This design comes from an exercise in tuning for small area and a short achievable clock period on the open sky130 flow, not from production work.
Only simulation tests tie the RTL to the original design; equivalence was not proved.
Power and IR drop assume default switching activity.

==> flow/design.v <==
package mem_pkg;
  localparam int unsigned DEF_DATA_WIDTH = 32;
  localparam int unsigned DEF_DEPTH      = 64;
  localparam int unsigned DEF_ADDR_WIDTH = 6;
  typedef enum logic [0:0] {
    CLEAR = 1'b0,
    READY = 1'b1
  } state_e;
  function automatic logic byte_parity(input logic [7:0] b);
    byte_parity = ^b;
  endfunction
endpackage
module mem_clear_seq
#(
  parameter int unsigned DEPTH      = mem_pkg::DEF_DEPTH,
  parameter int unsigned ADDR_WIDTH = mem_pkg::DEF_ADDR_WIDTH
) (
  input  logic clock,
  input  logic reset,
  output logic busy,
  output logic clr
);
  logic [ADDR_WIDTH-1:0] cnt_q;
  logic                  last_c;
  logic                  busy_q;
  logic                  done_q;
  assign last_c = (cnt_q == ADDR_WIDTH'(DEPTH - 1));
  always_ff @(posedge clock or negedge reset) begin
    if (!reset) begin
      cnt_q  <= '0;
      busy_q <= 1'b1;
      done_q <= 1'b0;
    end else begin
      cnt_q <= cnt_q + ADDR_WIDTH'(1);
      if (last_c) begin
        busy_q <= 1'b0;
        done_q <= 1'b1;
      end
    end
  end
  assign busy = busy_q;
  assign clr  = ~done_q;
endmodule
module memory_module_param
#(
  parameter int unsigned DATA_WIDTH = mem_pkg::DEF_DATA_WIDTH,
  parameter int unsigned DEPTH      = mem_pkg::DEF_DEPTH,
  parameter int unsigned ADDR_WIDTH = mem_pkg::DEF_ADDR_WIDTH
) (
  input  logic                    clock,
  input  logic                    reset,
  input  logic [DATA_WIDTH-1:0]   data,
  input  logic [ADDR_WIDTH-1:0]   address,
  input  logic                    rE,
  input  logic                    wE,
  input  logic [DATA_WIDTH/8-1:0] byteEn,
  output logic [DATA_WIDTH-1:0]   dataOut,
  output logic                    dataValid,
  output logic                    busy
);
  localparam int unsigned NB = DATA_WIDTH / 8;
  logic                  busy_c;
  logic                  clr_c;
  logic [DATA_WIDTH-1:0] mem_q [DEPTH];
  logic [DATA_WIDTH-1:0] dataOut_q;
  logic                  dataValid_q;
  mem_clear_seq #(
    .DEPTH     (DEPTH),
    .ADDR_WIDTH(ADDR_WIDTH)
  ) u_clear_seq (
    .clock(clock),
    .reset(reset),
    .busy (busy_c),
    .clr  (clr_c)
  );
  logic [63:0] sel_c   [NB];
  logic [63:0] sel_n_c [NB];
  for (genvar b = 0; b < NB; b++) begin : g_dec
    mem_word_dec u_dec (
      .address(address),
      .sel    (sel_c[b]),
      .sel_n  (sel_n_c[b])
    );
  end
  logic [NB-1:0] be_c;
  logic [NB-1:0] be_n_c;
  always_comb begin
    for (int b = 0; b < NB; b++) begin
      be_c[b]   = wE & byteEn[b] & ~clr_c;
      be_n_c[b] = ~be_c[b];
    end
  end
  for (genvar w = 0; w < 64; w++) begin : g_word
    for (genvar b = 0; b < NB; b++) begin : g_byte
      logic wen_c, hold_c;
      mem_nor2  u_wen  (.a(sel_n_c[b][w]), .b(be_n_c[b]), .y(wen_c));
      assign hold_c = ~((sel_c[b][w] & be_c[b]) | clr_c);
      for (genvar j = 0; j < 8; j++) begin : g_bit
        logic d_c;
        mem_bit_sel u_sel (
          .a1(wen_c),
          .a2(data[8*b+j]),
          .b1(hold_c),
          .b2(mem_q[w][8*b+j]),
          .y (d_c)
        );
        always_ff @(posedge clock) mem_q[w][8*b+j] <= d_c;
      end
    end
  end
  logic [DATA_WIDTH-1:0] rd_c;
  for (genvar i = 0; i < DATA_WIDTH; i++) begin : g_rd
    logic [31:0] p_n;
    logic [7:0]  q_c;
    logic [3:0]  r_n;
    for (genvar g = 0; g < 32; g++) begin : g_grp
      assign p_n[g] = ~((sel_c[i/8][2*g] & mem_q[2*g][i]) | (sel_c[i/8][2*g+1] & mem_q[2*g+1][i]));
    end
    for (genvar k = 0; k < 8; k++) begin : g_q
      mem_nand4 u_q (.a(p_n[4*k]), .b(p_n[4*k+1]), .c(p_n[4*k+2]), .d(p_n[4*k+3]), .y(q_c[k]));
    end
    for (genvar k = 0; k < 4; k++) begin : g_r
      mem_nor2 u_r (.a(q_c[2*k]), .b(q_c[2*k+1]), .y(r_n[k]));
    end
    mem_nand4 u_rd (.a(r_n[0]), .b(r_n[1]), .c(r_n[2]), .d(r_n[3]), .y(rd_c[i]));
  end
  always_ff @(posedge clock) begin
    dataOut_q <= rd_c;
  end
  always_ff @(posedge clock or negedge reset) begin
    if (!reset) dataValid_q <= 1'b0;
    else        dataValid_q <= rE & ~clr_c;
  end
  assign dataOut   = dataOut_q;
  assign dataValid = dataValid_q;
  assign busy      = busy_c;
endmodule
module mem_word_dec (
  input  logic [5:0]  address,
  output logic [63:0] sel,
  output logic [63:0] sel_n
);
  logic [7:0] pa, pb;
  always_comb begin
    for (int k = 0; k < 8; k++) begin
      pa[k] = (address[2:0] == 3'(k));
      pb[k] = (address[5:3] == 3'(k));
    end
  end
  for (genvar w = 0; w < 64; w++) begin : g_sel
    mem_nand2 u_seln (.a(pa[w%8]), .b(pb[w/8]), .y(sel_n[w]));
    mem_inv   u_sel  (.a(sel_n[w]), .y(sel[w]));
  end
endmodule
module mem_bit_sel (
  input  logic a1, a2, b1, b2,
  output logic y
);
  assign y = (a1 & a2) | (b1 & b2);
endmodule
module mem_a21oi (
  input  logic a1, a2, b1,
  output logic y
);
  assign y = ~((a1 & a2) | b1);
endmodule
module mem_inv (
  input  logic a,
  output logic y
);
  assign y = ~a;
endmodule
module mem_nand2 (
  input  logic a, b,
  output logic y
);
  assign y = ~(a & b);
endmodule
module mem_nand4 (
  input  logic a, b, c, d,
  output logic y
);
  assign y = ~(a & b & c & d);
endmodule
module mem_nor2 (
  input  logic a, b,
  output logic y
);
  assign y = ~(a | b);
endmodule
Settings: LEC_CHECK=0, CAP_MARGIN=20, CORE_MARGIN=2, CORE_UTILIZATION=45, CTS_BUF_LIST=sky130_fd_sc_hd__clkbuf_16, CTS_CLUSTER_DIAMETER=60, CTS_CLUSTER_SIZE=24, GPL_TIMING_DRIVEN=0, PLACE_DENSITY=0.55, SETUP_SLACK_MARGIN=1.9, SLEW_MARGIN=20, SYNTH_HIERARCHICAL=1, SYNTH_MINIMUM_KEEP_SIZE=0, TNS_END_PERCENT=20; clock period 4.0 ns.
run.sh (not shown) runs the stock make flow with config.mk's settings and CLKGATE_MAP_FILE= SYNTH_SCRIPT=/design/flow/synth_recipe.tcl, a recipe that flattens the netlist after the stock synthesis.
==> next run, changes <==
CAP_MARGIN = 10   (was 20)
CORE_UTILIZATION = 50   (was 45)
PLACE_DENSITY = 0.6   (was 0.55)
SLEW_MARGIN = 10   (was 20)
Result:
- The changed run completed with no timing, DRC or antenna violations
- area after synthesis is unchanged
- wire length drops by 1.0%
- final area goes up by 1.6%
- clock-buffer cell count fell by 3
- core utilization increases by 6.9 points
- clock power hardly moves
- via count is higher by 0.68%
- worst setup slack gets better by 0.058 ns
==> next run, changes <==
CAP_MARGIN = 20   (was 10)
CORE_UTILIZATION = 40   (was 50)
PLACE_DENSITY = 0.5   (was 0.6)
SLEW_MARGIN = 20   (was 10)
What happened:
- area after synthesis does not change
- cell count rose by 5.2%
- cell area rose by 0.34%
- power rose by 1.4%

---

Starts from the design.v that is shown in full above.
make LEC_CHECK=0 CAP_MARGIN=20 CORE_MARGIN=2 CORE_UTILIZATION=50 CTS_BUF_LIST=sky130_fd_sc_hd__clkbuf_16 CTS_CLUSTER_DIAMETER=60 CTS_CLUSTER_SIZE=24 GPL_TIMING_DRIVEN=0 PLACE_DENSITY=0.6 SETUP_SLACK_MARGIN=1.9 SLEW_MARGIN=20 SYNTH_HIERARCHICAL=1 SYNTH_MINIMUM_KEEP_SIZE=0 TNS_END_PERCENT=20 finish   # period 4.0 ns
==> next run, changes <==
- SETUP_SLACK_MARGIN: 1.9 -> 2.0
Via count went up by about 0.45%.
Flip-flop and latch count does not change.
Clock-buffer cell count does not change.
Design area increases by about 2.3%.
Setup slack is better by 16 ps.
Total power hardly moves.
Synthesized area is unchanged.
Sequential share of layout area falls by 1.1 points.
Critical path depth went up by 1.

## re-timing with driven ports
How much do the figures lean on ideal ports? The routed layouts below were timed once more, with nothing changed but the port constraints.
Step 1, drivers: a clkbuf_16 drives clock and a buf_2 each remaining input, both assumed.
Step 2 also shifts input and output timing later by t, the mid clock arrival at the registers, as if the neighbouring blocks saw the same clock.
Slacks: no drivers / after step 1 / after step 2; pairs: no drivers / after step 1.
| run | shift t [ns] | setup WS [ns] | worst setup path at the end | slew at the worst register clock pin (ns) |
|---|---|---|---|---|
| the first run of note 1 | 0.915 | 1.640 / 1.607 / 0.692 | input to register | 0.09 / 0.09 |
| the second run of note 1 | 0.873 | 1.698 / 1.661 / 0.788 | input to register | 0.09 / 0.09 |
| the third run of note 1 | 0.917 | 1.735 / 1.632 / 0.715 | input to register | 0.09 / 0.09 |
| the first run of note 2 | 0.879 | 1.717 / 1.645 / 0.766 | input to register | 0.10 / 0.10 |
| the second run of note 2 | 0.871 | 1.733 / 1.620 / 0.749 | input to register | 0.10 / 0.10 |
After both steps every run listed still meets setup and hold. For the third run of note 1, which loses most, drivers alone change the setup slack by -0.103 ns; drivers and shift together by -1.020 ns.
